This is an optimization exercise on Yosys and OpenROAD, whose aim is small area, a short achievable clock period and few clock cycles, not a production implementation.
The RTL was checked by simulation tests, not by an equivalence proof against the original design.
Power figures rest on the tool's default switching activity, not on a simulated workload.

## rev 12
==> flow/design.v (excerpt) <==
module riscv_alu (
	input  logic                           clk_i,
	input  logic                           rst_n_i,
	input  logic                           enable_i,
	input  logic [6:0]                     operator_i,
	input  logic [31:0]                    operand_a_i,
	input  logic [31:0]                    operand_b_i,
	input  logic                           ex_ready_i,
	output logic [31:0]                    result_o,
	output logic                           comparison_result_o,
	output logic                           ready_o
);
	logic [6:0]  op;
	logic [31:0] a;
	logic [31:0] b;
	logic        g_cmp;
	logic        g_minmax;
	logic        g_and;
	logic        g_addsub;
	logic        g_shift;
	logic        g_or;
	logic        g_xor;
	logic        g_div;
	logic        g_count;
	logic        sub;
	logic        neg_a;
	logic [31:0] add_x;
	logic [31:0] add_y;
	logic        add_inv;
	logic        add_cin;
	logic [31:0] sum;
	logic        cout;
	logic [31:0] prop;
	logic [31:0] gen;
	logic        cmp;
	logic        take_a;
	logic        div_b_zero;
	logic        sel_a;
	logic        sel_b;
	logic        sel_sum;
	logic        sel_ones;
	logic [31:0] shift_in;
	logic [4:0]  shift_amt;
	logic [31:0] shift_result;
	logic [5:0]  count;
	logic [5:0]  a_len;
	logic [4:0]  rot_amt;
	logic        div_align;
	logic [31:0] div_dvd;
	logic        div_busy;
	logic        div_done;
	logic [31:0] div_p;
	logic [31:0] div_mag;
	logic        div_neg_b;
	logic        div_neg_res;
	logic        div_ready;
	assign op = operator_i;
	assign a  = operand_a_i;
	assign b  = operand_b_i;
	assign g_cmp    = ~op[5] & ~op[4];
	assign g_minmax = ~op[5] &  op[4] & ~op[3] & ~op[2];
	assign g_and    = ~op[5] &  op[4] & ~op[3] &  op[2];
	assign g_addsub = ~op[5] &  op[4] &  op[3];
	assign g_shift  =  op[5] & ~op[4] & ~op[3];
	assign g_or     =  op[5] & ~op[4] &  op[3] & ~op[0];
  ...
export LEC_CHECK = 0
export ABC_AREA = 1
export CAP_MARGIN = 20
export CORE_MARGIN = 2
export CORE_UTILIZATION = 40
export SETUP_SLACK_MARGIN = 2.5
export SLEW_MARGIN = 20
export BUFFER_PORTS_ARGS = -buffer_cell sky130_fd_sc_hd__buf_1
export SETUP_MOVE_SEQUENCE = unbuffer,sizeup,swap
create_clock -name core_clock -period 12.0 [get_ports {clk_i}]
standard.sh (not shown) runs the stock make flow with config.mk's settings and CLKGATE_MAP_FILE= SYNTH_SCRIPT=/design/flow/synth_recipe.tcl, a recipe that flattens the netlist after the stock synthesis.
==> flow/flow/run.sh <==
#!/bin/bash
# The standard layout, with the port buffers that buffer_ports inserts
# chosen as buf_1 instead of its default pick (a slow delay buffer), and
# timing repair limited to the moves: unbuffer,sizeup,swap.
set -e
echo 'export BUFFER_PORTS_ARGS = -buffer_cell sky130_fd_sc_hd__buf_1' >> config.mk
echo 'export SETUP_MOVE_SEQUENCE = unbuffer,sizeup,swap' >> config.mk
bash standard.sh > standard.log 2>&1
Testbench counts of rev 12, summed over its fixed seeds: cycles 33,415.
Input-level comparison between rev 13 and rev 12:
- BUFFER_PORTS_ARGS changed from -buffer_cell sky130_fd_sc_hd__buf_1 to -buffer_cell sky130_fd_sc_hd__buf_2
- SETUP_MOVE_SEQUENCE removed (was unbuffer,sizeup,swap)
- SETUP_SLACK_MARGIN changed from 2.5 to 3
==> flow/flow/run.sh <==
#!/bin/bash
# The standard layout, with the port buffers that buffer_ports inserts
# chosen as buf_2 instead of its default pick (a slow delay buffer).
set -e
echo 'export BUFFER_PORTS_ARGS = -buffer_cell sky130_fd_sc_hd__buf_2' >> config.mk
bash standard.sh > standard.log 2>&1
### Flow results
- Rev 13: all stages complete, timing, DRC and antenna checks passed
- Diff rev 13..rev 12 | clock-pin slew on the worst setup and hold paths | negligible
- [rev 13 vs rev 12] pin count of the biggest net entering global routing: higher in rev 13
- Per the comparison of rev 13 with rev 12, average routed wire per standard cell +1.2 µm; initial antenna violation count now larger.

run A:
riscv_alu again, from the RTL that the note above started with.
==> flow/config.mk <==
export PLATFORM = sky130hd
export DESIGN_NAME = riscv_alu
export DESIGN_NICKNAME = riscv_alu
export VERILOG_FILES = /design/flow/design.v
export SDC_FILE = /design/flow/constraint.sdc
export NUM_CORES = 4
export LEC_CHECK = 0
export ABC_AREA = 1
export CAP_MARGIN = 20
export CORE_MARGIN = 2
export CORE_UTILIZATION = 40
export SETUP_SLACK_MARGIN = 2.5
export SLEW_MARGIN = 20
export BUFFER_PORTS_ARGS = -buffer_cell sky130_fd_sc_hd__buf_2
export SETUP_MOVE_SEQUENCE = unbuffer,sizeup,swap,buffer
==> flow/constraint.sdc <==
create_clock -name core_clock -period 12.0 [get_ports {clk_i}]
set_input_delay 2.4000 -clock core_clock [delete_from_list [all_inputs] [get_ports {clk_i}]]
set_output_delay 2.4000 -clock core_clock [all_outputs]
set_load 0.01 [all_outputs]
==> flow/flow/run.sh <==
#!/bin/bash
# The standard layout, with the port buffers that buffer_ports inserts
# chosen as buf_2 instead of its default pick (a slow delay buffer), and
# timing repair limited to the moves: unbuffer,sizeup,swap,buffer.
set -e
echo 'export BUFFER_PORTS_ARGS = -buffer_cell sky130_fd_sc_hd__buf_2' >> config.mk
echo 'export SETUP_MOVE_SEQUENCE = unbuffer,sizeup,swap,buffer' >> config.mk
bash standard.sh > standard.log 2>&1
No stage failed in run A, and the final checks on the layout all came back clean.
Testbench counts of run A, summed over its fixed seeds: cycles 33,415.
Inputs modified between run A and run B:
Settings: SETUP_SLACK_MARGIN now 3, was 2.5; SETUP_MOVE_SEQUENCE no longer set, was unbuffer,sizeup,swap,buffer; BUFFER_PORTS_ARGS no longer set, was -buffer_cell sky130_fd_sc_hd__buf_2.
==> flow/run.sh (new file) <==
#!/bin/bash
# synth_recipe.tcl (not shown) runs the flow's synth.tcl, then flattens the netlist and writes it again
# the make line also repeats each setting of config.mk as NAME=value (left out here)
make -C /OpenROAD-flow-scripts/flow DESIGN_CONFIG=/design/flow/config.mk WORK_HOME=/design/flow/orfs CLKGATE_MAP_FILE= SYNTH_SCRIPT=/design/flow/synth_recipe.tcl finish
removed: flow/flow/run.sh
removed: flow/standard.sh
Results
Of run B and run A, it is run B that has the higher final setup slack of the worst path.
Summary of run B over run A: overall routed net length +11%, power spent charging and discharging nets +4.3%, final design instance area without fill +about 17%.
For run C, these inputs were changed with respect to run B:
Settings: setting SETUP_MOVE_SEQUENCE to unbuffer,sizeup,swap for the first time; changing SETUP_SLACK_MARGIN from 3 to 2.5; setting BUFFER_PORTS_ARGS to -buffer_cell sky130_fd_sc_hd__buf_2 for the first time.
==> flow/flow/run.sh (new file) <==
#!/bin/bash
# The standard layout, with the port buffers that buffer_ports inserts
# chosen as buf_2 instead of its default pick (a slow delay buffer), and
# timing repair by sizing and pin swaps only.
set -e
echo 'export BUFFER_PORTS_ARGS = -buffer_cell sky130_fd_sc_hd__buf_2' >> config.mk
echo 'export SETUP_MOVE_SEQUENCE = unbuffer,sizeup,swap' >> config.mk
bash standard.sh > standard.log 2>&1
==> flow/standard.sh (new file) <==
#!/bin/bash
# synth_recipe.tcl (not shown) runs the flow's synth.tcl, then flattens the netlist and writes it again
# the make line also repeats each setting of config.mk as NAME=value (left out here)
make -C /OpenROAD-flow-scripts/flow DESIGN_CONFIG=/design/flow/config.mk WORK_HOME=/design/flow/orfs CLKGATE_MAP_FILE= SYNTH_SCRIPT=/design/flow/synth_recipe.tcl "${@:-finish}"
removed: flow/run.sh
Notes after the runs:
[run C] average via count per standard cell fell 1.1% relative to run B
Worst setup slack (lower): run C
Going from run B to run C, power density relative to cell area increased about 7%; internal power contribution down 15%; buffering stage count on the worst path with inverters included -5; static leakage fell by about 15%; area added between synthesis and finish went down.
Side by side, count of clock-buffer cells in the layout turned out lower in run C than in run B.
Compared with run B, in run C aggregate global-route resource usage down 2.9 points; sequential share of layout area picked up an extra 2.1 points.
Relative to run C, the following input files were edited for run D:
Settings: SETUP_SLACK_MARGIN now 1.5, was 2.5; SETUP_MOVE_SEQUENCE no longer set, was unbuffer,sizeup,swap; BUFFER_PORTS_ARGS no longer set, was -buffer_cell sky130_fd_sc_hd__buf_2.
==> flow/run.sh (new file) <==
#!/bin/bash
# synth_recipe.tcl (not shown) runs the flow's synth.tcl, then flattens the netlist and writes it again
# the make line also repeats each setting of config.mk as NAME=value (left out here)
make -C /OpenROAD-flow-scripts/flow DESIGN_CONFIG=/design/flow/config.mk WORK_HOME=/design/flow/orfs CLKGATE_MAP_FILE= SYNTH_SCRIPT=/design/flow/synth_recipe.tcl finish
removed: flow/flow/run.sh
removed: flow/standard.sh
Compared with run C, in run D via count normalized by instance count barely changed; shortest period the worst path allows climbed 650 ps; non-clock buffer count climbed about 33%. Taking run C as the reference, in run D least setup slack across all paths after layout shrank by 650 ps, half-perimeter wire length of the detailed placement result grew by about 5.5%, area growth from synthesis to layout grew by 4.0 points, wire length on met3 grew by 7.5%.

==> afterwards: timing with drivers on the ports <==
Ports are ideal in the flow. The routed layouts listed here were re-timed in OpenROAD. Step 1 (the two cells are an assumption about what drives the block):
set clk [get_ports {clk_i}]
set_driving_cell -lib_cell sky130_fd_sc_hd__clkbuf_16 $clk
set_driving_cell -lib_cell sky130_fd_sc_hd__buf_2 [delete_from_list [all_inputs] $clk]
Step 2 also shifts input and output timing later by t, the mid clock arrival at the registers, as if the neighbouring blocks saw the same clock. Three values: ideal ports, drivers, drivers and shift; two values: the first two.
run | shift t [ns] | setup slack, ns | hold slack, ns | worst register clock-pin slew, ns | worst slew at a driven data input, ns
rev 12 | 0.406 | 2.400 / 2.372 / 2.372 | 0.602 / 0.602 / 0.602 | 0.07 / 0.07 | 0.06
rev 13 | 0.397 | 2.771 / 2.707 / 2.707 | 0.597 / 0.597 / 0.597 | 0.07 / 0.07 | 0.08
run A | 0.401 | 2.521 / 2.480 / 2.480 | 0.602 / 0.602 / 0.602 | 0.07 / 0.07 | 0.06
run B | 0.400 | 2.731 / 2.663 / 2.663 | 0.603 / 0.603 / 0.603 | 0.07 / 0.07 | 0.06
run C | 0.404 | 2.342 / 2.260 / 2.260 | 0.604 / 0.604 / 0.604 | 0.07 / 0.07 | 0.08
run D | 0.405 | 1.694 / 1.663 / 1.663 | 0.596 / 0.596 / 0.596 | 0.07 / 0.07 | 0.06
After both steps setup and hold are still met in every run listed. For run C, which loses most, drivers alone change the setup slack by -0.082 ns; drivers and shift together by -0.082 ns.
